From an optimization exercise on the open Yosys and OpenROAD flow, aimed at small area; shortcuts taken in it are not production practice.
RTL that was checked went through simulation tests only; none was proved equivalent to the original.
The RTL of run 2 was laid out without a check of its function.
No activity file was given, so power comes from the tool's default toggle rates.

<file path="design/flow/config.mk">
export PLATFORM = sky130hd
export DESIGN_NAME = door_lock_top
export DESIGN_NICKNAME = door_lock_top
export VERILOG_FILES = /design/flow/design.v
export SDC_FILE = /design/flow/constraint.sdc
export NUM_CORES = 4
export LEC_CHECK = 0
export CAP_MARGIN = 20
export CORE_MARGIN = 2
export CORE_UTILIZATION = 40
export SLEW_MARGIN = 20
</file>
<file path="design/flow/constraint.sdc">
create_clock -name core_clock -period 10.0 [get_ports {clk}]
set_input_delay 2.0000 -clock core_clock [delete_from_list [all_inputs] [get_ports {clk}]]
set_output_delay 2.0000 -clock core_clock [all_outputs]
set_load 0.01 [all_outputs]
</file>
<file path="design/flow/design.v">
localparam int NUM_CODES   = 4;    
localparam int CODE_DIGITS = 20;   
localparam int MIN_CODE_LEN = 4;
localparam int MAX_CODE_LEN = 12;
localparam int DEBOUNCE_CYCLES   = 4;    
localparam int BEEP_CYCLES       = 5;    
localparam int WRONG_CYCLES      = 10;   
localparam int LOCKOUT_CYCLES    = 30;
localparam int AUTO_LOCK_CYCLES  = 20;   
localparam int OPEN_ALARM_CYCLES = 15;   
localparam int MAX_TRIES = 5;   
localparam int LIMIT_A = (DEBOUNCE_CYCLES > BEEP_CYCLES) ? DEBOUNCE_CYCLES : BEEP_CYCLES;
localparam int LIMIT_B = (WRONG_CYCLES > LOCKOUT_CYCLES) ? WRONG_CYCLES : LOCKOUT_CYCLES;
localparam int LIMIT_C = (AUTO_LOCK_CYCLES > OPEN_ALARM_CYCLES) ?
                         AUTO_LOCK_CYCLES : OPEN_ALARM_CYCLES;
localparam int LIMIT_AB = (LIMIT_A > LIMIT_B) ? LIMIT_A : LIMIT_B;
localparam int LONGEST_LIMIT = (LIMIT_AB > LIMIT_C) ? LIMIT_AB : LIMIT_C;
localparam int TIMER_W = $clog2(LONGEST_LIMIT + 1);
localparam int TRIES_W = $clog2(MAX_TRIES + 1);
localparam logic [3:0] DIGIT_MARK  = 4'hA;   
localparam logic [3:0] DIGIT_BLANK = 4'hB;
localparam logic [3:0] DIGIT_ERROR = 4'hE;   
localparam logic [3:0] DIGIT_EMPTY = 4'hF;   
localparam int DISPLAY_DIGITS = 6;
localparam logic [23:0] DISPLAY_BLANK = {DISPLAY_DIGITS{DIGIT_BLANK}};
localparam logic [3:0] reset_st = 4'd0;
localparam logic [3:0] locked = 4'd1;
localparam logic [3:0] ajar = 4'd2;
localparam logic [3:0] open_door = 4'd3;
localparam logic [3:0] open_alarm = 4'd4;
localparam logic [3:0] check_code = 4'd5;
localparam logic [3:0] wrong_code = 4'd6;
localparam logic [3:0] lockout = 4'd7;
localparam logic [3:0] entry_beep = 4'd8;
localparam logic [3:0] debounce_unlock = 4'd9;
localparam logic [3:0] debounce_lock = 4'd10;
`timescale 1ns/1ps
module code_store (
  input  logic          clk,
  input  logic          rst,
  input  logic          code_load,
  input  logic [319:0]  code_in,      
  input  logic          check,        
  output logic [95:0]   mcode,        
  output logic [1:0]    mf12,         
  output logic          loaded        
);
localparam int NUM_CODES   = 4;    
localparam int CODE_DIGITS = 20;   
localparam int MIN_CODE_LEN = 4;
localparam int MAX_CODE_LEN = 12;
localparam int DEBOUNCE_CYCLES   = 4;    
localparam int BEEP_CYCLES       = 5;    
localparam int WRONG_CYCLES      = 10;   
localparam int LOCKOUT_CYCLES    = 30;
localparam int AUTO_LOCK_CYCLES  = 20;   
localparam int OPEN_ALARM_CYCLES = 15;   
localparam int MAX_TRIES = 5;   
localparam int LIMIT_A = (DEBOUNCE_CYCLES > BEEP_CYCLES) ? DEBOUNCE_CYCLES : BEEP_CYCLES;
localparam int LIMIT_B = (WRONG_CYCLES > LOCKOUT_CYCLES) ? WRONG_CYCLES : LOCKOUT_CYCLES;
localparam int LIMIT_C = (AUTO_LOCK_CYCLES > OPEN_ALARM_CYCLES) ?
                         AUTO_LOCK_CYCLES : OPEN_ALARM_CYCLES;
localparam int LIMIT_AB = (LIMIT_A > LIMIT_B) ? LIMIT_A : LIMIT_B;
localparam int LONGEST_LIMIT = (LIMIT_AB > LIMIT_C) ? LIMIT_AB : LIMIT_C;
localparam int TIMER_W = $clog2(LONGEST_LIMIT + 1);
localparam int TRIES_W = $clog2(MAX_TRIES + 1);
localparam logic [3:0] DIGIT_MARK  = 4'hA;   
localparam logic [3:0] DIGIT_BLANK = 4'hB;
localparam logic [3:0] DIGIT_ERROR = 4'hE;   
localparam logic [3:0] DIGIT_EMPTY = 4'hF;   
localparam int DISPLAY_DIGITS = 6;
localparam logic [23:0] DISPLAY_BLANK = {DISPLAY_DIGITS{DIGIT_BLANK}};
localparam logic [3:0] reset_st = 4'd0;
localparam logic [3:0] locked = 4'd1;
localparam logic [3:0] ajar = 4'd2;
localparam logic [3:0] open_door = 4'd3;
localparam logic [3:0] open_alarm = 4'd4;
localparam logic [3:0] check_code = 4'd5;
localparam logic [3:0] wrong_code = 4'd6;
localparam logic [3:0] lockout = 4'd7;
localparam logic [3:0] entry_beep = 4'd8;
localparam logic [3:0] debounce_unlock = 4'd9;
localparam logic [3:0] debounce_lock = 4'd10;
  logic [191:0] codes;
  logic [3:0]   f12;
  logic [3:0] f12_in;
  for (genvar s = 0; s < NUM_CODES; s++) begin : g_f12
    assign f12_in[s] = (code_in[80*s+48 +: 4] == DIGIT_EMPTY);
  end
  always_ff @(posedge clk) begin
    if (code_load) begin
      for (int s = 0; s < NUM_CODES; s++) begin
        codes[48*s +: 48] <= code_in[80*s +: 48];
      end
      f12 <= f12_in;
    end
  end
  always_ff @(posedge clk or posedge rst) begin
    if (rst) begin
      loaded <= 1'b0;   
    end
    else if (code_load) begin
      loaded <= 1'b1;
    end
  end
  logic sel_odd, sel_new, sel_old;
  assign sel_odd = check;
  assign sel_new = !check && code_load;
  assign sel_old = !check && !code_load;
  for (genvar m = 0; m < 2; m++) begin : g_m
    assign mcode[48*m +: 48] = ({48{sel_odd}} & codes[48*(2*m+1) +: 48]) |
                               ({48{sel_new}} & code_in[80*(2*m) +: 48]) |
                               ({48{sel_old}} & codes[48*(2*m) +: 48]);
    assign mf12[m] = (sel_odd & f12[2*m+1]) | (sel_new & f12_in[2*m]) | (sel_old & f12[2*m]);
  end
endmodule
`timescale 1ns/1ps
module code_matcher (
  input  logic [79:0] entry_value,
  input  logic [47:0] code,         
  input  logic        f12,          
  output logic        code_match
);
localparam int NUM_CODES   = 4;    
localparam int CODE_DIGITS = 20;   
localparam int MIN_CODE_LEN = 4;
localparam int MAX_CODE_LEN = 12;
localparam int DEBOUNCE_CYCLES   = 4;    
localparam int BEEP_CYCLES       = 5;    
localparam int WRONG_CYCLES      = 10;   
localparam int LOCKOUT_CYCLES    = 30;
localparam int AUTO_LOCK_CYCLES  = 20;   
localparam int OPEN_ALARM_CYCLES = 15;   
localparam int MAX_TRIES = 5;   
localparam int LIMIT_A = (DEBOUNCE_CYCLES > BEEP_CYCLES) ? DEBOUNCE_CYCLES : BEEP_CYCLES;
localparam int LIMIT_B = (WRONG_CYCLES > LOCKOUT_CYCLES) ? WRONG_CYCLES : LOCKOUT_CYCLES;
localparam int LIMIT_C = (AUTO_LOCK_CYCLES > OPEN_ALARM_CYCLES) ?
                         AUTO_LOCK_CYCLES : OPEN_ALARM_CYCLES;
localparam int LIMIT_AB = (LIMIT_A > LIMIT_B) ? LIMIT_A : LIMIT_B;
localparam int LONGEST_LIMIT = (LIMIT_AB > LIMIT_C) ? LIMIT_AB : LIMIT_C;
localparam int TIMER_W = $clog2(LONGEST_LIMIT + 1);
localparam int TRIES_W = $clog2(MAX_TRIES + 1);
localparam logic [3:0] DIGIT_MARK  = 4'hA;   
localparam logic [3:0] DIGIT_BLANK = 4'hB;
localparam logic [3:0] DIGIT_ERROR = 4'hE;   
localparam logic [3:0] DIGIT_EMPTY = 4'hF;   
localparam int DISPLAY_DIGITS = 6;
localparam logic [23:0] DISPLAY_BLANK = {DISPLAY_DIGITS{DIGIT_BLANK}};
localparam logic [3:0] reset_st = 4'd0;
localparam logic [3:0] locked = 4'd1;
localparam logic [3:0] ajar = 4'd2;
localparam logic [3:0] open_door = 4'd3;
localparam logic [3:0] open_alarm = 4'd4;
localparam logic [3:0] check_code = 4'd5;
localparam logic [3:0] wrong_code = 4'd6;
localparam logic [3:0] lockout = 4'd7;
localparam logic [3:0] entry_beep = 4'd8;
localparam logic [3:0] debounce_unlock = 4'd9;
localparam logic [3:0] debounce_lock = 4'd10;
  localparam int NSHIFT = CODE_DIGITS - MIN_CODE_LEN + 1;
  logic [MAX_CODE_LEN-1:0] is_empty;
  logic [MAX_CODE_LEN-1:0] past_len;   
  logic                    valid;
  for (genvar j = 0; j < MAX_CODE_LEN; j++) begin : g_empty
    assign is_empty[j] = (code[4*j +: 4] == DIGIT_EMPTY);
    if (j < MIN_CODE_LEN) begin : g_low
      assign past_len[j] = 1'b0;
    end
    else if (j == MIN_CODE_LEN) begin : g_first
      assign past_len[j] = is_empty[j];
    end
    else begin : g_next
      assign past_len[j] = past_len[j-1] | is_empty[j];
    end
  end
  assign valid = !(|is_empty[MIN_CODE_LEN-1:0]) && (past_len[MAX_CODE_LEN-1] || f12);
  logic [NSHIFT-1:0] shift_hit;
  for (genvar k = 0; k < NSHIFT; k++) begin : g_shift
    logic [MAX_CODE_LEN-1:0] digit_ok;
    for (genvar j = 0; j < MAX_CODE_LEN; j++) begin : g_digit
      if (k + j < CODE_DIGITS) begin : g_in_range
        assign digit_ok[j] = past_len[j] || (entry_value[4*(k+j) +: 4] == code[4*j +: 4]);
      end
      else begin : g_past_end
        assign digit_ok[j] = past_len[j];
      end
    end
    assign shift_hit[k] = &digit_ok;
  end
  assign code_match = valid && (|shift_hit);
endmodule
`timescale 1ns/1ps
module door_fsm (
  input  logic                     clk,
  input  logic                     rst,
  input  logic                     door_open,
  input  logic                     inside_button,
  input  logic                     entry_valid,
  input  logic [79:0] entry_value,
  input  logic                     code_match,
  output logic                     check,        
  output logic                     bolt,
  output logic                     beep,
  output logic                     keypad_en,
  output logic [23:0] display
);
localparam int NUM_CODES   = 4;    
localparam int CODE_DIGITS = 20;   
localparam int MIN_CODE_LEN = 4;
localparam int MAX_CODE_LEN = 12;
localparam int DEBOUNCE_CYCLES   = 4;    
localparam int BEEP_CYCLES       = 5;    
localparam int WRONG_CYCLES      = 10;   
localparam int LOCKOUT_CYCLES    = 30;
localparam int AUTO_LOCK_CYCLES  = 20;   
localparam int OPEN_ALARM_CYCLES = 15;   
localparam int MAX_TRIES = 5;   
localparam int LIMIT_A = (DEBOUNCE_CYCLES > BEEP_CYCLES) ? DEBOUNCE_CYCLES : BEEP_CYCLES;
localparam int LIMIT_B = (WRONG_CYCLES > LOCKOUT_CYCLES) ? WRONG_CYCLES : LOCKOUT_CYCLES;
localparam int LIMIT_C = (AUTO_LOCK_CYCLES > OPEN_ALARM_CYCLES) ?
                         AUTO_LOCK_CYCLES : OPEN_ALARM_CYCLES;
localparam int LIMIT_AB = (LIMIT_A > LIMIT_B) ? LIMIT_A : LIMIT_B;
localparam int LONGEST_LIMIT = (LIMIT_AB > LIMIT_C) ? LIMIT_AB : LIMIT_C;
localparam int TIMER_W = $clog2(LONGEST_LIMIT + 1);
localparam int TRIES_W = $clog2(MAX_TRIES + 1);
localparam logic [3:0] DIGIT_MARK  = 4'hA;   
localparam logic [3:0] DIGIT_BLANK = 4'hB;
localparam logic [3:0] DIGIT_ERROR = 4'hE;   
localparam logic [3:0] DIGIT_EMPTY = 4'hF;   
localparam int DISPLAY_DIGITS = 6;
localparam logic [23:0] DISPLAY_BLANK = {DISPLAY_DIGITS{DIGIT_BLANK}};
localparam logic [3:0] reset_st = 4'd0;
localparam logic [3:0] locked = 4'd1;
localparam logic [3:0] ajar = 4'd2;
localparam logic [3:0] open_door = 4'd3;
localparam logic [3:0] open_alarm = 4'd4;
localparam logic [3:0] check_code = 4'd5;
localparam logic [3:0] wrong_code = 4'd6;
localparam logic [3:0] lockout = 4'd7;
localparam logic [3:0] entry_beep = 4'd8;
localparam logic [3:0] debounce_unlock = 4'd9;
localparam logic [3:0] debounce_lock = 4'd10;
  logic [3:0]         state;   
  logic [TIMER_W-1:0] timer;   
  logic [TRIES_W-1:0] tries;
  logic               entry_error;
  logic               entry_confirm;
  assign check = (state == check_code);
  assign entry_error   = entry_valid && (entry_value[3:0] == DIGIT_ERROR);
  assign entry_confirm = entry_valid && (entry_value[3:0] != DIGIT_ERROR);
  function automatic logic [23:0] mark_display(input logic [TRIES_W-1:0] count);
    logic [23:0] disp;
    disp = DISPLAY_BLANK;
    for (int i = 0; i < DISPLAY_DIGITS; i++) begin
      if (i < count) begin
        disp[4*i +: 4] = DIGIT_MARK;
      end
    end
    mark_display = disp;
  endfunction
  always_ff @(posedge clk or posedge rst) begin
    if (rst) begin
      state <= reset_st;
      timer <= '0;
      tries <= '0;
    end
    else begin
      case (state)
        reset_st: begin
          if (!door_open) begin
            state <= locked;
            tries <= '0;
          end
        end
        locked: begin
          if (entry_error) begin
            state <= entry_beep;
            timer <= '0;
          end
          else if (inside_button) begin
            state <= debounce_unlock;
            timer <= '0;
          end
          else if (entry_confirm) begin
            state <= check_code;
            tries <= tries + 1'b1;
          end
        end
        check_code: begin
          timer <= '0;
          state <= code_match ? ajar : wrong_code;
        end
        wrong_code: begin
          if (timer < TIMER_W'(WRONG_CYCLES)) begin
            timer <= timer + 1'b1;
          end
          else if (tries >= TRIES_W'(MAX_TRIES)) begin
            state <= lockout;
            timer <= '0;
          end
          else begin
            state <= locked;
          end
        end
        lockout: begin
          if (timer < TIMER_W'(LOCKOUT_CYCLES)) begin
            timer <= timer + 1'b1;
          end
          else begin
            state <= locked;
            tries <= '0;
          end
        end
        entry_beep: begin
          if (timer < TIMER_W'(BEEP_CYCLES)) begin
            timer <= timer + 1'b1;
          end
          else begin
            state <= locked;
          end
        end
        debounce_unlock: begin
          if (timer >= TIMER_W'(DEBOUNCE_CYCLES)) begin
            state <= ajar;
            timer <= '0;
          end
          else if (!inside_button) begin
            state <= locked;   
          end
          else begin
            timer <= timer + 1'b1;
          end
        end
        debounce_lock: begin
          if (timer >= TIMER_W'(DEBOUNCE_CYCLES)) begin
            state <= locked;
          end
          else if (!inside_button) begin
            state <= ajar;
            timer <= '0;   
          end
          else begin
            timer <= timer + 1'b1;
          end
        end
        ajar: begin
          if (inside_button) begin
            state <= debounce_lock;
            timer <= '0;
          end
          else if (door_open) begin
            state <= open_door;
            timer <= '0;
          end
          else if (timer >= TIMER_W'(AUTO_LOCK_CYCLES)) begin
            state <= locked;
          end
          else begin
            timer <= timer + 1'b1;
          end
        end
        open_door: begin
          if (!door_open) begin
            state <= ajar;
            timer <= '0;
          end
          else if (timer >= TIMER_W'(OPEN_ALARM_CYCLES)) begin
            state <= open_alarm;
          end
          else begin
            timer <= timer + 1'b1;
          end
        end
        open_alarm: begin
          if (!door_open) begin
            state <= ajar;
            timer <= '0;
          end
        end
        default: state <= reset_st;
      endcase
    end
  end
  always_comb begin
    bolt      = 1'b1;
    beep      = 1'b0;
    keypad_en = 1'b0;
    display   = DISPLAY_BLANK;
    case (state)
      locked:                       keypad_en = 1'b1;
      ajar, open_door, debounce_lock: bolt = 1'b0;
      open_alarm: begin
        bolt = 1'b0;
        beep = 1'b1;
      end
      entry_beep:                   beep = 1'b1;
      wrong_code:                   display = mark_display(tries);
      lockout:                      display = mark_display(TRIES_W'(MAX_TRIES));
      check_code, debounce_unlock:  bolt = 1'b1;   
      default:                      bolt = 1'b0;   
    endcase
  end
endmodule
`timescale 1ns/1ps
module door_lock_top (
  input  logic                               clk,
  input  logic                               rst,
  input  logic                               door_open,
  input  logic                               inside_button,
  input  logic                               code_load,
  input  logic [319:0] code_in,       
  input  logic [79:0]           entry_value,   
  input  logic                               entry_valid,
  output logic                               bolt,
  output logic                               beep,
  output logic                               keypad_en,
  output logic [23:0]        display        
);
localparam int NUM_CODES   = 4;    
localparam int CODE_DIGITS = 20;   
localparam int MIN_CODE_LEN = 4;
localparam int MAX_CODE_LEN = 12;
localparam int DEBOUNCE_CYCLES   = 4;    
localparam int BEEP_CYCLES       = 5;    
localparam int WRONG_CYCLES      = 10;   
localparam int LOCKOUT_CYCLES    = 30;
localparam int AUTO_LOCK_CYCLES  = 20;   
localparam int OPEN_ALARM_CYCLES = 15;   
localparam int MAX_TRIES = 5;   
localparam int LIMIT_A = (DEBOUNCE_CYCLES > BEEP_CYCLES) ? DEBOUNCE_CYCLES : BEEP_CYCLES;
localparam int LIMIT_B = (WRONG_CYCLES > LOCKOUT_CYCLES) ? WRONG_CYCLES : LOCKOUT_CYCLES;
localparam int LIMIT_C = (AUTO_LOCK_CYCLES > OPEN_ALARM_CYCLES) ?
                         AUTO_LOCK_CYCLES : OPEN_ALARM_CYCLES;
localparam int LIMIT_AB = (LIMIT_A > LIMIT_B) ? LIMIT_A : LIMIT_B;
localparam int LONGEST_LIMIT = (LIMIT_AB > LIMIT_C) ? LIMIT_AB : LIMIT_C;
localparam int TIMER_W = $clog2(LONGEST_LIMIT + 1);
localparam int TRIES_W = $clog2(MAX_TRIES + 1);
localparam logic [3:0] DIGIT_MARK  = 4'hA;   
localparam logic [3:0] DIGIT_BLANK = 4'hB;
localparam logic [3:0] DIGIT_ERROR = 4'hE;   
localparam logic [3:0] DIGIT_EMPTY = 4'hF;   
localparam int DISPLAY_DIGITS = 6;
localparam logic [23:0] DISPLAY_BLANK = {DISPLAY_DIGITS{DIGIT_BLANK}};
localparam logic [3:0] reset_st = 4'd0;
localparam logic [3:0] locked = 4'd1;
localparam logic [3:0] ajar = 4'd2;
localparam logic [3:0] open_door = 4'd3;
localparam logic [3:0] open_alarm = 4'd4;
localparam logic [3:0] check_code = 4'd5;
localparam logic [3:0] wrong_code = 4'd6;
localparam logic [3:0] lockout = 4'd7;
localparam logic [3:0] entry_beep = 4'd8;
localparam logic [3:0] debounce_unlock = 4'd9;
localparam logic [3:0] debounce_lock = 4'd10;
  logic [95:0] mcode;
  logic [1:0]  mf12;
  logic        loaded;
  logic        check;
  logic [1:0]  slot_hit;
  logic        pulse_hit;    
  logic        code_match;
  code_store code_store_i (
    .clk       (clk),
    .rst       (rst),
    .code_load (code_load),
    .code_in   (code_in),
    .check     (check),
    .mcode     (mcode),
    .mf12      (mf12),
    .loaded    (loaded)
  );
  for (genvar m = 0; m < 2; m++) begin : g_match
    code_matcher code_matcher_i (
      .entry_value (entry_value),
      .code        (mcode[48*m +: 48]),
      .f12         (mf12[m]),
      .code_match  (slot_hit[m])
    );
  end
  always_ff @(posedge clk) begin
    pulse_hit <= |slot_hit;
  end
  assign code_match = loaded && (pulse_hit || (|slot_hit));
  door_fsm door_fsm_i (
    .clk           (clk),
    .rst           (rst),
    .door_open     (door_open),
    .inside_button (inside_button),
    .entry_valid   (entry_valid),
    .entry_value   (entry_value),
    .code_match    (code_match),
    .check         (check),
    .bolt          (bolt),
    .beep          (beep),
    .keypad_en     (keypad_en),
    .display       (display)
  );
endmodule
</file>
<file path="design/flow/run.sh">
#!/bin/bash
# synth_recipe.tcl (not shown) runs the flow's synth.tcl, then flattens the netlist and writes it again
# the make line also repeats each setting of config.mk as NAME=value (left out here)
make -C /OpenROAD-flow-scripts/flow DESIGN_CONFIG=/design/flow/config.mk WORK_HOME=/design/flow/orfs CLKGATE_MAP_FILE= SYNTH_SCRIPT=/design/flow/synth_recipe.tcl finish
</file>
==> results of run 1 <==
## layout make-up
cell class                 count  area [um2]  share of cell area (%)
multi-input combinational   2350       19400                    61.2
sequential                   210        6230                    19.7
timing repair buffer         453        4150                    13.1
tap                          873        1090                    3.44
clock buffer                  30         644                    2.03
clock inverter                12        85.1                   0.268
inverter                      21        78.8                   0.249
antenna                        2        5.00                  0.0158
## cells in the final DEF, fill, tap and decap left out, types with 24 or more instances in the layout
| cell | Yosys | layout |
|---|---|---|
| sky130_fd_sc_hd__mux2i_2 | 17 | 68 |
| sky130_fd_sc_hd__mux2i_1 | 85 | 29 |
| sky130_fd_sc_hd__o21ai_0 | 43 | 43 |
| sky130_fd_sc_hd__nand4_1 | 149 | 149 |
| sky130_fd_sc_hd__nor4_1 | 201 | 201 |
| sky130_fd_sc_hd__a41oi_1 | 35 | 35 |
| sky130_fd_sc_hd__xnor2_1 | 788 | 788 |
| sky130_fd_sc_hd__nand3_1 | 24 | 24 |
| sky130_fd_sc_hd__mux2_2 | 85 | 85 |
| sky130_fd_sc_hd__xor2_1 | 556 | 556 |
| sky130_fd_sc_hd__clkbuf_16 | 0 | 25 |
| sky130_fd_sc_hd__buf_4 | 73 | 151 |
| sky130_fd_sc_hd__edfxtp_1 | 196 | 196 |
| sky130_fd_sc_hd__nor2_1 | 38 | 38 |
| sky130_fd_sc_hd__a21oi_1 | 49 | 49 |
| sky130_fd_sc_hd__clkdlybuf4s50_1 | 0 | 299 |
## power breakdown
group	total (W)	internal, W	switching, W
Clock	0.000841	0.000479	0.000362
Combinational	0.00336	0.00138	0.00197
Sequential	0.00110	0.00105	0.0000569
## through the flow
step           instance area [um2]  setup WS (ns)
3_3_place_gp                 31000           2.91
2_1_floorplan                27400           4.91
5_1_grt                      31700           3.06
3_5_place_dp                 31000           2.85
6_report                     31700           3.29
4_1_cts                      31700           3.43
## final timing paths
| check | start | end | cells after the start |
|---|---|---|---|
| min in group asynchronous | rst | door_fsm_i.tries[1]$_DFFE_PP0P_ | 2 |
| hold / removal | pulse_hit$_DFF_P_ | door_fsm_i.state[2]$_DFFE_PP0P_ | 1 |
| setup / recovery | code_load | door_fsm_i.state[2]$_DFFE_PP0P_ | 14 |
| max in group asynchronous | rst | door_fsm_i.state[2]$_DFFE_PP0P_ | 2 |
| hold reg to reg | pulse_hit$_DFF_P_ | door_fsm_i.state[2]$_DFFE_PP0P_ | 1 |
| setup reg to reg | door_fsm_i.state[3]$_DFFE_PP0P_ | door_fsm_i.state[2]$_DFFE_PP0P_ | 14 |
## per-layer routing
layer | vias to the layer above | GRT usage, % | routed length, um
met2 | 1542 | 47.3 | 48100
met4 | 0 | 14.1 | 5330
met1 | 11696 | 38.0 | 42500
met3 | 377 | 5.09 | 10400
li1 | 10424 | - | -
met5 | - | 0 | 0
## registers in the layout (all words and copies together), names as in the netlist
| signal | cells |
|---|---|
| door_fsm_i.timer | 5 |
| door_fsm_i.tries | 3 |
| pulse_hit | 1 |
| code_store_i.f12 | 4 |
| code_store_i.codes | 192 |
| code_store_i.loaded | 1 |
| door_fsm_i.state | 4 |
## cell usage after synthesis, drive strengths merged (11+ instances only)
| library cell | n |
|---|---|
| a21oi | 50 |
| a41oi | 36 |
| buf | 267 |
| clkbuf | 101 |
| dfrtp | 13 |
| edfxtp | 196 |
| inv | 20 |
| mux2 | 98 |
| mux2i | 102 |
| nand2 | 19 |
| nand2b | 11 |
| nand3 | 24 |
| nand4 | 149 |
| nor2 | 39 |
| nor3 | 22 |
| nor4 | 201 |
| o211ai | 12 |
| o21ai | 47 |
| o22ai | 15 |
| o31ai | 12 |
| o41ai | 18 |
| xnor2 | 788 |
| xor2 | 556 |
## cell families (layout without fill, tap and decap cells)
group | after synthesis | after routing | share of synthesized area, %
xor+xnor | 1344 | 1344 | 43.1
mux | 200 | 200 | 8.03
flops | 210 | 210 | 22.8
simple gates | 521 | 521 | 11.6
other cells | 2 | 20 | 0.0275
buf+inv | 389 | 516 | 7.39
compound gates | 262 | 262 | 6.86
fa+ha+maj | 5 | 5 | 0.229
==> results.sh, run 1 <==
export IMPL_synthDistinctLibCells=85
export IMPL_postSynth_asyncResetShare_pct=6.19
export IMPL_category_of_the_worst_setup_path_capture_point="flip-flop"
export IMPL_tightestPinTransition_ns=1.24
export IMPL_post_cts_repair_setup_buffers=0
export IMPL_clock_tree_buffer_depth=3
export IMPL_final_util_pct=47.0
export IMPL_critical_path_most_common_cell="sky130_fd_sc_hd__buf_4"
export IMPL_grt_setup_unrepaired="false"
export IMPL_final_antenna_net_count=0
export IMPL_path_delay_family="compound AO/OA/AOI/OAI gates"
export IMPL_vdd_ir_drop_max_v=0.000139
export IMPL_fin_hold_ws_ns=0.435
export IMPL_total_count_of_hold_check_failures_in_the_final_report=0
export IMPL_synthFlopType="sky130_fd_sc_hd__edfxtp_1"
export IMPL_timing_slew_headroom_pct=17.2
export IMPL_cell_chain_of_the_critical_path="buf_8 > buf_4 > buf_4 > and4_1 > a22oi_1 > a21oi_1 > or3_1 > a41oi_1 > a2111oi_1 > nand3_1 > and3_1 > nand4_1 > o2bb2ai_1 > o31ai_2"
export IMPL_pwr_density_cell_nw_per_um2=167
export IMPL_first_global_vias=24411
export IMPL_antenna_found_initial=3
export IMPL_buffer_ports_inserted=302
export IMPL_hold_path_class="flip-flop to flip-flop"
export IMPL_synth_top_cell_area_share_pct=25.2
export IMPL_worstPathRequired_ns=10.40
export IMPL_finalSetupTns_ns=0
export IMPL_cts_num_sinks=210
export IMPL_post_synth_inst_count=2933
export IMPL_critical_path_arrival_ns=7.11
export IMPL_timing_critical_path_slowest_cell_delay_ns=0.91
export IMPL_num_vias=24039
export IMPL_cpMaxStageDelayCell="sky130_fd_sc_hd__a2111oi_1"
export IMPL_cts_tree="yes"
export IMPL_clkSlewWorstSetupHoldPaths_ns=0.06
export IMPL_final_period_minus_worst_setup_slack_ns=6.71
export IMPL_tritoncts_num_buffers=24
export IMPL_startpoint_type="input port"
export IMPL_seq_area_frac_synth_pct=22.8
export IMPL_dpl_cell_count=3907
export IMPL_worst_r2r_setup_slack_ns=3.69
export IMPL_finish_cell_count_without_fillers=3951
export IMPL_detailedPlacementHpwl_um=70900
export IMPL_yosys_register_bits=210
export IMPL_grt_max_degree=97
export IMPL_worst_skew_pair_late_latency_ns=0.56
export IMPL_wl_per_cell_um=26.9
export IMPL_synth_area_leader_cell="sky130_fd_sc_hd__xnor2_1"
export IMPL_die_width_um=265
export IMPL_finalMaxSlewViolations=0
export IMPL_drt_total_wl_um=106000
export IMPL_grt_ovfl_total=0
export IMPL_path_class="input port to flip-flop"
export IMPL_timing_fmax_mhz=149
export IMPL_drc_errors=0
export IMPL_detailedRoute_firstPassIterationCount=5
export IMPL_n_fill_cell=6215
export IMPL_finalCritPeriodShare_pct=67.1
export IMPL_timing_critical_path_buf_inv=3
export IMPL_power_leakage_nw=10.5
export IMPL_mappedNetlistArea_um2=27300
export IMPL_htree_num_levels=1
export IMPL_initial_utilization_pct=40.6
export IMPL_drt_iter0_markers=2838
export IMPL_core_area_um2=67400
export IMPL_synth_edff_count=196
export IMPL_fp_row_count=95
export IMPL_clock_skew_ns=0.0139
export IMPL_gr_usage_all_layers_pct=29.3
export IMPL_setup_violations=0
export IMPL_synth_warnings=3
export IMPL_drive_gt1_share_pct=11.9
export IMPL_post_drt_via_cell_ratio=6.08
export IMPL_floorplan_die_height_um=265
export IMPL_postCtsHoldBufs=0
export IMPL_cts_root_buffer="sky130_fd_sc_hd__clkbuf_16"
export IMPL_synth_area_leaders="sky130_fd_sc_hd__xnor2_1 (25%), sky130_fd_sc_hd__edfxtp_1 (22%), sky130_fd_sc_hd__xor2_1 (18%)"
export IMPL_post_synth_cell_area_avg_um2=9.32
export IMPL_place_congestion=0.960
export IMPL_grt_first_pass_wirelength_um=158000
export IMPL_critPathMaxFanout=96
export IMPL_fp_dieArea_um2=70500
export IMPL_maxcap_viol_count=0
export IMPL_outcome="finished clean"
export IMPL_pin_count=433
export IMPL_total_power_w=0.00530
export IMPL_nNetsFinal=3471
export IMPL_synthToLayoutAreaGrowth_pct=16.0
export IMPL_cts_resized=0
==> run 2: changes to the inputs <==
--- a/design/flow/design.v
+++ b/design/flow/design.v
@@ -38,10 +38,8 @@
 module code_store (
-  input  logic          clk,
-  input  logic          rst,
-  input  logic          code_load,
-  input  logic [319:0]  code_in,      
-  input  logic          check,        
-  output logic [95:0]   mcode,        
-  output logic [1:0]    mf12,         
-  output logic          loaded        
+  input  logic                                  clk,
+  input  logic                                  rst,
+  input  logic                                  code_load,
+  input  logic [319:0]    code_in,    
+  output logic [319:0]    codes,
+  output logic [15:0]                code_len    
 );
@@ -83,14 +81,20 @@
 localparam logic [3:0] debounce_lock = 4'd10;
-  logic [191:0] codes;
-  logic [3:0]   f12;
-  logic [3:0] f12_in;
-  for (genvar s = 0; s < NUM_CODES; s++) begin : g_f12
-    assign f12_in[s] = (code_in[80*s+48 +: 4] == DIGIT_EMPTY);
-  end
+  function automatic logic [3:0] valid_length(input logic [79:0] code);
+    int n;
+    n = CODE_DIGITS;
+    for (int i = CODE_DIGITS - 1; i >= 0; i--) begin
+      if (code[4*i +: 4] == DIGIT_EMPTY) begin
+        n = i;
+      end
+    end
+    if (n < MIN_CODE_LEN || n > MAX_CODE_LEN) begin
+      valid_length = 4'd0;
+    end
+    else begin
+      valid_length = n[3:0];
+    end
+  endfunction
   always_ff @(posedge clk) begin
     if (code_load) begin
-      for (int s = 0; s < NUM_CODES; s++) begin
-        codes[48*s +: 48] <= code_in[80*s +: 48];
-      end
-      f12 <= f12_in;
+      codes <= code_in;
     end
@@ -99,18 +103,10 @@
     if (rst) begin
-      loaded <= 1'b0;   
+      code_len <= '0;   
     end
     else if (code_load) begin
-      loaded <= 1'b1;
+      for (int s = 0; s < NUM_CODES; s++) begin
+        code_len[4*s +: 4] <= valid_length(code_in[4*CODE_DIGITS*s +: 4*CODE_DIGITS]);
+      end
     end
   end
-  logic sel_odd, sel_new, sel_old;
-  assign sel_odd = check;
-  assign sel_new = !check && code_load;
-  assign sel_old = !check && !code_load;
-  for (genvar m = 0; m < 2; m++) begin : g_m
-    assign mcode[48*m +: 48] = ({48{sel_odd}} & codes[48*(2*m+1) +: 48]) |
-                               ({48{sel_new}} & code_in[80*(2*m) +: 48]) |
-                               ({48{sel_old}} & codes[48*(2*m) +: 48]);
-    assign mf12[m] = (sel_odd & f12[2*m+1]) | (sel_new & f12_in[2*m]) | (sel_old & f12[2*m]);
-  end
 endmodule
@@ -118,6 +114,6 @@
 module code_matcher (
-  input  logic [79:0] entry_value,
-  input  logic [47:0] code,         
-  input  logic        f12,          
-  output logic        code_match
+  input  logic [79:0]           entry_value,
+  input  logic [319:0] codes,
+  input  logic [15:0]             code_len,
+  output logic                               code_match
 );
@@ -159,33 +155,19 @@
 localparam logic [3:0] debounce_lock = 4'd10;
-  localparam int NSHIFT = CODE_DIGITS - MIN_CODE_LEN + 1;
-  logic [MAX_CODE_LEN-1:0] is_empty;
-  logic [MAX_CODE_LEN-1:0] past_len;   
-  logic                    valid;
-  for (genvar j = 0; j < MAX_CODE_LEN; j++) begin : g_empty
-    assign is_empty[j] = (code[4*j +: 4] == DIGIT_EMPTY);
-    if (j < MIN_CODE_LEN) begin : g_low
-      assign past_len[j] = 1'b0;
-    end
-    else if (j == MIN_CODE_LEN) begin : g_first
-      assign past_len[j] = is_empty[j];
-    end
-    else begin : g_next
-      assign past_len[j] = past_len[j-1] | is_empty[j];
-    end
-  end
-  assign valid = !(|is_empty[MIN_CODE_LEN-1:0]) && (past_len[MAX_CODE_LEN-1] || f12);
-  logic [NSHIFT-1:0] shift_hit;
-  for (genvar k = 0; k < NSHIFT; k++) begin : g_shift
-    logic [MAX_CODE_LEN-1:0] digit_ok;
-    for (genvar j = 0; j < MAX_CODE_LEN; j++) begin : g_digit
-      if (k + j < CODE_DIGITS) begin : g_in_range
-        assign digit_ok[j] = past_len[j] || (entry_value[4*(k+j) +: 4] == code[4*j +: 4]);
-      end
-      else begin : g_past_end
-        assign digit_ok[j] = past_len[j];
+  logic [NUM_CODES*(CODE_DIGITS-MIN_CODE_LEN+1)-1:0] shift_hit;
+  for (genvar s = 0; s < NUM_CODES; s++) begin : g_slot
+    for (genvar k = 0; k <= CODE_DIGITS - MIN_CODE_LEN; k++) begin : g_shift
+      logic [MAX_CODE_LEN-1:0] digit_ok;
+      for (genvar j = 0; j < MAX_CODE_LEN; j++) begin : g_digit
+        if (k + j < CODE_DIGITS) begin : g_in_range
+          assign digit_ok[j] = (code_len[4*s +: 4] <= 4'(j)) ||
+                               (entry_value[4*(k+j) +: 4] == codes[4*(CODE_DIGITS*s+j) +: 4]);
+        end
+        else begin : g_past_end
+          assign digit_ok[j] = code_len[4*s +: 4] <= 4'(j);
+        end
       end
+      assign shift_hit[s*(CODE_DIGITS-MIN_CODE_LEN+1)+k] = (code_len[4*s +: 4] != 4'd0) && (&digit_ok);
     end
-    assign shift_hit[k] = &digit_ok;
   end
-  assign code_match = valid && (|shift_hit);
+  assign code_match = |shift_hit;
 endmodule
@@ -200,3 +182,2 @@
   input  logic                     code_match,
-  output logic                     check,        
   output logic                     bolt,
@@ -247,3 +228,2 @@
   logic               entry_confirm;
-  assign check = (state == check_code);
   assign entry_error   = entry_valid && (entry_value[3:0] == DIGIT_ERROR);
@@ -454,9 +434,5 @@
 localparam logic [3:0] debounce_lock = 4'd10;
-  logic [95:0] mcode;
-  logic [1:0]  mf12;
-  logic        loaded;
-  logic        check;
-  logic [1:0]  slot_hit;
-  logic        pulse_hit;    
-  logic        code_match;
+  logic [319:0] codes;
+  logic [15:0]             code_len;
+  logic                               code_match;
   code_store code_store_i (
@@ -466,19 +442,11 @@
     .code_in   (code_in),
-    .check     (check),
-    .mcode     (mcode),
-    .mf12      (mf12),
-    .loaded    (loaded)
+    .codes     (codes),
+    .code_len  (code_len)
+  );
+  code_matcher code_matcher_i (
+    .entry_value (entry_value),
+    .codes       (codes),
+    .code_len    (code_len),
+    .code_match  (code_match)
   );
-  for (genvar m = 0; m < 2; m++) begin : g_match
-    code_matcher code_matcher_i (
-      .entry_value (entry_value),
-      .code        (mcode[48*m +: 48]),
-      .f12         (mf12[m]),
-      .code_match  (slot_hit[m])
-    );
-  end
-  always_ff @(posedge clk) begin
-    pulse_hit <= |slot_hit;
-  end
-  assign code_match = loaded && (pulse_hit || (|slot_hit));
   door_fsm door_fsm_i (
@@ -491,3 +459,2 @@
     .code_match    (code_match),
-    .check         (check),
     .bolt          (bolt),
==> results.sh, run 2 <==
export IMPL_finalCritPeriodShare_pct=59.6
export IMPL_detailedRoute_firstPassIterationCount=9
export IMPL_tritoncts_num_buffers=25
export IMPL_power_leakage_nw=17.0
export IMPL_drc_errors=0
export IMPL_core_area_um2=112000
export IMPL_synth_top_cell_area_share_pct=31.5
export IMPL_postSynth_asyncResetShare_pct=12.7
export IMPL_first_global_vias=44194
export IMPL_critical_path_arrival_ns=6.45
export IMPL_cell_chain_of_the_critical_path="buf_4 > buf_4 > buf_4 > xor2_1 > nor4_1 > o22ai_1 > nor4_1 > nand4bb_1 > nor4_1 > o221ai_1 > o31ai_1"
export IMPL_timing_fmax_mhz=168
export IMPL_path_delay_family="compound AO/OA/AOI/OAI gates"
export IMPL_registers_top_by_ff_count="code_store_i.codes"
export IMPL_layout_cells_most_common_list="sky130_fd_sc_hd__xor2_1 (1628), sky130_fd_sc_hd__xnor2_1 (1060), sky130_fd_sc_hd__nor4_1 (369)"
export IMPL_yosys_cell_count_top_type="sky130_fd_sc_hd__xor2_1"
export IMPL_synth_top_cells_by_count="sky130_fd_sc_hd__xor2_1 (1628), sky130_fd_sc_hd__xnor2_1 (1060), sky130_fd_sc_hd__nor4_1 (374)"
export IMPL_die_width_um=340
export IMPL_detailedPlacementHpwl_um=145000
export IMPL_finalMaxSlewViolations=0
export IMPL_timing_critical_path_slowest_cell_delay_ns=0.86
export IMPL_finish_cell_count_without_fillers=6759
export IMPL_clkSlewWorstSetupHoldPaths_ns=0.07
export IMPL_fin_hold_ws_ns=0.573
export IMPL_wl_per_cell_um=33.3
export IMPL_fp_row_count=123
export IMPL_critPathMaxFanout=19
export IMPL_num_vias=45476
export IMPL_cpMaxStageDelayCell="sky130_fd_sc_hd__nor4_1"
export IMPL_startpoint_type="input port"
export IMPL_path_class="input port to flip-flop"
export IMPL_synthFlopType="sky130_fd_sc_hd__edfxtp_1"
export IMPL_initial_utilization_pct=40.3
export IMPL_buffer_ports_inserted=414
export IMPL_antenna_found_initial=9
export IMPL_place_congestion=1.07
export IMPL_floorplan_die_height_um=340
export IMPL_category_of_the_worst_setup_path_capture_point="flip-flop"
export IMPL_gr_usage_all_layers_pct=37.0
export IMPL_final_period_minus_worst_setup_slack_ns=5.96
export IMPL_synth_area_leaders="sky130_fd_sc_hd__xor2_1 (31%), sky130_fd_sc_hd__xnor2_1 (21%), sky130_fd_sc_hd__edfxtp_1 (13%)"
export IMPL_post_route_cell_area_um2=49000
export IMPL_drive_gt1_share_pct=6.70
export IMPL_synthToLayoutAreaGrowth_pct=8.16
export IMPL_final_antenna_net_count=0
export IMPL_timing_slew_headroom_pct=14.5
export IMPL_synth_edff_count=192
export IMPL_pwr_density_cell_nw_per_um2=120
export IMPL_worstPathRequired_ns=10.50
export IMPL_outcome="finished clean"
export IMPL_cts_tree="yes"
export IMPL_total_count_of_hold_check_failures_in_the_final_report=0
export IMPL_post_synth_inst_count=5281
export IMPL_fp_dieArea_um2=116000
export IMPL_placement_cell_area_um2=48000
export IMPL_setup_violations=0
export IMPL_mappedNetlistArea_um2=45300
export IMPL_final_common_cell="sky130_fd_sc_hd__xor2_1"
export IMPL_post_cts_repair_setup_buffers=0
export IMPL_postCtsHoldBufs=0
export IMPL_maxcap_viol_count=0
export IMPL_cts_resized=0
export IMPL_grt_max_degree=79
export IMPL_final_util_pct=43.6
export IMPL_grt_first_pass_wirelength_um=317000
export IMPL_dpl_cell_count=6704
export IMPL_reg_top3="code_store_i.codes: 192 flops, code_store_i.code_len: 16 flops, door_fsm_i.timer: 5 flops"
export IMPL_grt_ovfl_total=0
export IMPL_htree_num_levels=1
export IMPL_synth_area_leader_cell="sky130_fd_sc_hd__xor2_1"
export IMPL_hold_path_class="flip-flop to flip-flop"
export IMPL_yosys_register_bits=220
export IMPL_tightestPinTransition_ns=1.28
export IMPL_post_synth_cell_area_avg_um2=8.58
export IMPL_cts_root_buffer="sky130_fd_sc_hd__clkbuf_16"
export IMPL_clock_tree_buffer_depth=3
export IMPL_worst_r2r_setup_slack_ns=5.19
export IMPL_timing_critical_path_buf_inv=3
export IMPL_largest_register_ff_count=192
export IMPL_post_drt_via_cell_ratio=6.73
export IMPL_synth_warnings=2
export IMPL_vdd_ir_drop_max_v=0.000112
export IMPL_drt_iter0_markers=7377
export IMPL_cts_num_sinks=220
export IMPL_pin_count=433
export IMPL_synthDistinctLibCells=85
export IMPL_drt_total_wl_um=225000
export IMPL_clock_skew_ns=0.0204
export IMPL_seq_area_frac_synth_pct=14.3
export IMPL_finalSetupTns_ns=0
export IMPL_grt_setup_unrepaired="false"
export IMPL_worst_skew_pair_late_latency_ns=0.59
export IMPL_nNetsFinal=5644
-- run 2: per-stage QoR --
stage | worst slack [ns] | total power, W
after floorplan | 6.01 | 0.00358
after global placement | 3.77 | 0.00461
after detailed placement | 4.21 | 0.00466
after CTS | 4.82 | 0.00567
after global routing | 4.19 | 0.00603
final | 4.04 | 0.00586
-- run 2: metal layers --
metal	vias to the layer above	routed length, um	track usage, %
li1	18080	-	-
met1	21570	78700	44.6
met2	4249	90100	53.1
met3	1569	34000	13.3
met4	8	22400	29.2
met5	-	53	0
-- run 2: cells by family after synthesis --
kind of cell / share of synthesized area (%)
AOI/OAI and AO/OA: 11.1
buffers and inverters: 10.6
DFF: 14.3
other: 0.0166
xor gates and xnor gates: 52.0
adders and majority gates: 0.0829
and+or+nand+nor: 11.9
-- run 2: worst reg2reg max path, stage by stage, from the launching register on --
cell	delay, ns
sky130_fd_sc_hd__dfrtp_1	0.94
sky130_fd_sc_hd__buf_4	0.41
sky130_fd_sc_hd__nor2_1	0.23
sky130_fd_sc_hd__a41o_1	0.31
sky130_fd_sc_hd__a21oi_1	0.60
sky130_fd_sc_hd__a211oi_1	0.10
sky130_fd_sc_hd__a2bb2oi_1	0.20
sky130_fd_sc_hd__nand4bb_1	0.17
sky130_fd_sc_hd__nor4_1	0.86
sky130_fd_sc_hd__o221ai_1	0.55
sky130_fd_sc_hd__o31ai_1	0.35
-- run 2: final timing paths --
path | startpoint | endpoint | depth (start not counted)
worst max-delay path | entry_value[65] | door_fsm_i.state[2]$_DFFE_PP0P_ | 11
worst min-delay path | door_fsm_i.tries[2]$_DFFE_PP0P_ | door_fsm_i.tries[2]$_DFFE_PP0P_ | 1
worst max register to register | code_store_i.code_len[3]$_DFFE_PP0P_ | door_fsm_i.state[2]$_DFFE_PP0P_ | 10
worst min register to register | door_fsm_i.tries[2]$_DFFE_PP0P_ | door_fsm_i.tries[2]$_DFFE_PP0P_ | 1
max in group asynchronous | rst | code_store_i.code_len[3]$_DFFE_PP0P_ | 2
min in group asynchronous | rst | door_fsm_i.tries[1]$_DFFE_PP0P_ | 2
-- run 2: layout make-up --
cell class	instances	area (um2)
diodes	5	12.5
clock buffers	27	643
clock inverters	19	231
fillers	11208	63400
inverters	20	75.1
multi-input cells	4344	34100
flip-flops and latches	220	6470
well taps	1500	1880
repair buffers	624	5560
-- run 2: report_power, final --
part	switching, W	internal, W
Combinational	0.00216	0.00132
Sequential	0.000302	0.00110
Clock	0.000416	0.000575

==> port drivers added, routing unchanged <==
Ports are ideal in the flow. The routed layouts listed here were re-timed in OpenROAD.
Step 1 sets driving cells, clkbuf_16 on the clock port and buf_2 on the other inputs (assumed; they add their load-dependent delay and slew).
Step 2 moves the port delays by t, midway between the first and last clock arrival at a register: inputs arrive t later, outputs are due t later. That takes back most of the time a late clock gives input paths.
Three values: no drivers, after step 1, after step 2; two values: the first two.
run	t, ns	setup slack, ns	hold slack, ns	worst setup path after step 2	pins driven straight from the clock port
run 1	0.615	3.292 / 3.309 / 2.694	0.435 / 0.435 / 0.435	input to register	1
run 2	0.650	4.044 / 4.088 / 3.438	0.573 / 0.573 / 0.573	input to register	1
After both steps every run listed still meets setup and hold. For run 2, which loses most, drivers alone change the setup slack by +0.044 ns; drivers and shift together by -0.606 ns.
